Background: an optimization exercise with open tools, aiming at small area, a short achievable clock period and few clock cycles per item. Do not read the settings as production practice.
RTL that was checked went through simulation tests only; none was proved equivalent to the original.

## modular_exponentiation_core
module modular_exponentiation_core #(
    parameter int OPERAND_WIDTH = mexp_pkg::OPERAND_WIDTH_DEF
) (
    input  logic                            clk,
    input  logic                            rst_n,
    input  logic                            start,
    output logic                            busy,
    input  logic signed [OPERAND_WIDTH-1:0] base_value,
    input  logic        [OPERAND_WIDTH-1:0] exponent,
    input  logic        [OPERAND_WIDTH-1:0] modulus,
    output logic        [OPERAND_WIDTH-1:0] power_result,
    output logic                            modulus_zero,
    output logic                            done
);
Size in the first run: roughly 1800 cells after synthesis, roughly 270 flip-flops, ~130 I/O pins, roughly 0.017 sq mm of cells after synthesis.
clock: 9.0 ns
lec_check: 0
cap_margin: 20
core_margin: 2
core_utilization: 40
cts_cluster_diameter: 150
cts_cluster_size: 24
setup_slack_margin: 5
slew_margin: 20
synth_hierarchical: 1
synth_minimum_keep_size: 0
standard.sh (not shown) runs the stock make flow with config.mk's settings and CLKGATE_MAP_FILE= SYNTH_SCRIPT=/design/flow/synth_recipe.tcl, a recipe that flattens the netlist after the stock synthesis.
==> flow/flow/run.sh <==
#!/bin/bash
# Standard ORFS layout with two changes that leave the constraints alone:
# the port buffers are the smallest buffer cell, and the resizer aims for
# more setup slack than the clock period needs.
set -euo pipefail
bash standard.sh "BUFFER_PORTS_ARGS=-buffer_cell sky130_fd_sc_hd__buf_1" SETUP_SLACK_MARGIN=5.85 finish > orfs_make.log 2>&1
Testbench counts at the start, summed over its fixed seeds: cycles 302,768, items 192.
Edit:
==> flow/flow/run.sh (replaced) <==
#!/bin/bash
# Standard ORFS layout with two changes that leave the constraints alone:
# the port buffers are the smallest buffer cell, and the resizer aims for
# more setup slack than the clock period needs.
set -euo pipefail
bash standard.sh "BUFFER_PORTS_ARGS=-buffer_cell sky130_fd_sc_hd__buf_1" SETUP_SLACK_MARGIN=6.0 finish > orfs_make.log 2>&1
Final area grows by a few percent.
Worst setup slack improved by 0.16 ns.
Worst hold slack gets better by 0.020 ns.
Utilization increases by 0.97 points.
Global-route usage came out higher by 0.65 points.
Edit:
--- a/flow/config.mk
+++ b/flow/config.mk
@@ -6,5 +6,5 @@
 export NUM_CORES = 4
 export LEC_CHECK = 0
-export CAP_MARGIN = 20
+export CAP_MARGIN = 5
 export CORE_MARGIN = 2
 export CORE_UTILIZATION = 40
@@ -12,5 +12,5 @@
 export CTS_CLUSTER_SIZE = 24
 export SETUP_SLACK_MARGIN = 5
-export SLEW_MARGIN = 20
+export SLEW_MARGIN = 5
 export SYNTH_HIERARCHICAL = 1
 export SYNTH_MINIMUM_KEEP_SIZE = 0
=> The new run completed without violations. Sequential share of layout area barely changes. Sequential cell count is unchanged. Cell count does not change. Final area stays flat. Critical path depth is unchanged. Synthesized cell count does not change.

---

Setup of job 785:
modular_exponentiation_core, a different RTL version from the one above (not shown whole).
Size: ~2000 cells after synthesis, ~280 flip-flops, ~19000 um2 of cells after synthesis.
Settings: LEC_CHECK=0, CAP_MARGIN=20, CORE_MARGIN=2, CORE_UTILIZATION=40, SETUP_SLACK_MARGIN=5, SLEW_MARGIN=20, SYNTH_HIERARCHICAL=1, SYNTH_MINIMUM_KEEP_SIZE=0; clock period 9.0 ns.
==> flow/flow/run.sh <==
#!/bin/bash
# Standard ORFS layout, with the resizer aiming for more setup slack than
# the design's clock period needs (the constraints are unchanged).
set -euo pipefail
bash standard.sh SETUP_SLACK_MARGIN=6.5 finish > orfs_make.log 2>&1
Per the final summary, job 785 finished and its layout is clean on timing, DRC and antenna.
What job 8511 does differently from job 785 at the input level:
Settings: putting CTS_CLUSTER_DIAMETER at 150 where nothing was set; putting CTS_CLUSTER_SIZE at 24 where nothing was set.
==> flow/flow/run.sh <==
#!/bin/bash
# Standard ORFS layout, with the resizer aiming for more setup slack than
# the design's clock period needs (the constraints are unchanged).
set -euo pipefail
bash standard.sh SETUP_SLACK_MARGIN=6.0 finish > orfs_make.log 2>&1
Results
- Cmp job 8511 vs job 785: number of setup buffers added after CTS lower in job 8511
- Compared with job 785, job 8511 shows setup slack after layout higher by 0.0075 ns.
- The standard cells in job 8511 occupy less silicon area than those in job 785 do.
- Compared with job 785, job 8511 shows number of fill cells in the layout that has gone up by a little under 10%.
- Delta (job 8511 minus job 785): sequential share of layout area now sits higher; post-cts resize count shows a reduction of 47%.
The following lists how job 7096 was set up differently from job 8511:
Settings: removing CTS_CLUSTER_DIAMETER (formerly 150); removing CTS_CLUSTER_SIZE (formerly 24).
==> flow/flow/run.sh <==
#!/bin/bash
# Standard ORFS layout, with the resizer aiming for more setup slack than
# the design's clock period needs (the constraints are unchanged).
set -euo pipefail
bash standard.sh SETUP_SLACK_MARGIN=5.7 finish > orfs_make.log 2>&1
==> summary.txt <==
met2 global-route usage was lower in the run labelled job 7096.
Diff job 8511 -> job 7096 | number of fill cells in the layout | down by a few percent
Post-cts resize count (job 7096 over job 8511): decrease, 76%
On worst path setup slack after routing, the higher figure sits with job 8511, not job 7096.
Comparing the two runs side by side, job 7096 comes out behind job 8511 on smallest hold slack.
Changes observed in job 7096 relative to job 8511: number of H-tree branching levels increased by 1 relative to the old numbers; overall routed net length ~0 delta.
### job 7096 -> job 7365
==> flow/flow/run.sh <==
#!/bin/bash
# Standard ORFS layout, with the resizer aiming for more setup slack than
# the design's clock period needs (the constraints are unchanged).
set -euo pipefail
bash standard.sh SETUP_SLACK_MARGIN=6.0 finish > orfs_make.log 2>&1
==> summary.txt <==
Routed wire length: job 7365 worse than job 7096. Compared with job 7096, job 7365 shows a routed length on met1 that is 81 um higher. Any difference in global router's overall resource usage between job 7365 and job 7096 is small enough to ignore. Compared with job 7096, in job 7365 biggest cell delay along the critical path did not really move, maximum achievable frequency went up.
Function was not checked in any run of this note: the RTL went through the layout flow alone.

---

Setup of rev 12:
modular_exponentiation_core with an RTL version that a note above also has.
Size in the first run: ~1800 cells after synthesis, roughly 270 flip-flops, about 130 I/O pins, ~0.017 mm² of cells after synthesis.
## modular_exponentiation_core
module modular_exponentiation_core #(
    parameter int OPERAND_WIDTH = mexp_pkg::OPERAND_WIDTH_DEF
) (
    input  logic                            clk,
    input  logic                            rst_n,
    input  logic                            start,
    output logic                            busy,
    input  logic signed [OPERAND_WIDTH-1:0] base_value,
    input  logic        [OPERAND_WIDTH-1:0] exponent,
    input  logic        [OPERAND_WIDTH-1:0] modulus,
    output logic        [OPERAND_WIDTH-1:0] power_result,
    output logic                            modulus_zero,
    output logic                            done
);
==> flow/config.mk <==
export PLATFORM = sky130hd
export DESIGN_NAME = modular_exponentiation_core
export DESIGN_NICKNAME = modular_exponentiation_core
export VERILOG_FILES = /design/flow/design.v
export SDC_FILE = /design/flow/constraint.sdc
export NUM_CORES = 4
export LEC_CHECK = 0
export CAP_MARGIN = 20
export CORE_MARGIN = 2
export CORE_UTILIZATION = 40
export CTS_CLUSTER_DIAMETER = 150
export CTS_CLUSTER_SIZE = 24
export SETUP_SLACK_MARGIN = 5
export SLEW_MARGIN = 20
export SYNTH_HIERARCHICAL = 1
export SYNTH_MINIMUM_KEEP_SIZE = 0
==> flow/constraint.sdc <==
create_clock -name core_clock -period 9.0 [get_ports {clk}]
set_input_delay 1.8000 -clock core_clock [delete_from_list [all_inputs] [get_ports {clk}]]
set_output_delay 1.8000 -clock core_clock [all_outputs]
set_load 0.01 [all_outputs]
==> flow/flow/run.sh <==
#!/bin/bash
# Standard ORFS layout with two changes that leave the constraints alone:
# the port buffers are the smallest buffer cell, and the resizer aims for
# more setup slack than the clock period needs.
set -euo pipefail
bash standard.sh "BUFFER_PORTS_ARGS=-buffer_cell sky130_fd_sc_hd__buf_1" SETUP_SLACK_MARGIN=6.15 finish > orfs_make.log 2>&1
Testbench counts of rev 12, summed over its fixed seeds: cycles 302,768, items 192.
### rev 12 -> rev 13
Settings: swapping 40 for 55 in CORE_UTILIZATION.
--- a/flow/flow/run.sh
+++ b/flow/flow/run.sh
@@ -4,3 +4,3 @@
 # more setup slack than the clock period needs.
 set -euo pipefail
-bash standard.sh "BUFFER_PORTS_ARGS=-buffer_cell sky130_fd_sc_hd__buf_1" SETUP_SLACK_MARGIN=6.15 finish > orfs_make.log 2>&1
+bash standard.sh "BUFFER_PORTS_ARGS=-buffer_cell sky130_fd_sc_hd__buf_1" SETUP_SLACK_MARGIN=6.0 finish > orfs_make.log 2>&1
--- outcome ---
Taking rev 12 as the reference, in rev 13 final wirelength dropped about 5%; non-clock buffer total of the final layout dropped 9.4%; vias per cell climbed about 7.5%.

==> static timing again, ports no longer ideal <==
In the flow no input, the clock included, has a driving cell. The finished layouts below were timed again as built, in two steps. Step 1, drivers: a clkbuf_16 drives clk and a buf_2 each remaining input, both assumed. Step 2 also shifts input and output timing later by t, the mid clock arrival at the registers, as if the neighbouring blocks saw the same clock. a / b / c = ideal / step 1 / step 2; a / b = the first two.
run	t, ns	setup WS [ns]	hold WS [ns]	pins driven straight from the clock port
the first run of note 1	0.559	5.796 / 5.796 / 5.796	0.368 / 0.368 / 0.368	1
the second run of note 1	0.554	5.955 / 5.930 / 5.955	0.388 / 0.388 / 0.388	1
the third run of note 1	0.555	5.956 / 5.937 / 5.956	0.388 / 0.388 / 0.388	1
job 785	0.603	5.975 / 5.918 / 6.205	0.353 / 0.353 / 0.353	1
job 8511	0.564	5.983 / 5.927 / 6.100	0.370 / 0.370 / 0.370	1
job 7096	0.603	5.824 / 5.771 / 5.836	0.358 / 0.358 / 0.358	1
job 7365	0.605	5.970 / 5.917 / 6.083	0.361 / 0.361 / 0.361	1
rev 12	0.573	5.930 / 5.930 / 5.930	0.367 / 0.367 / 0.367	1
rev 13	0.557	5.861 / 5.861 / 5.861	0.366 / 0.366 / 0.366	1
After both steps every run listed still meets setup and hold. The worst setup slack also covers recovery checks on asynchronous resets.
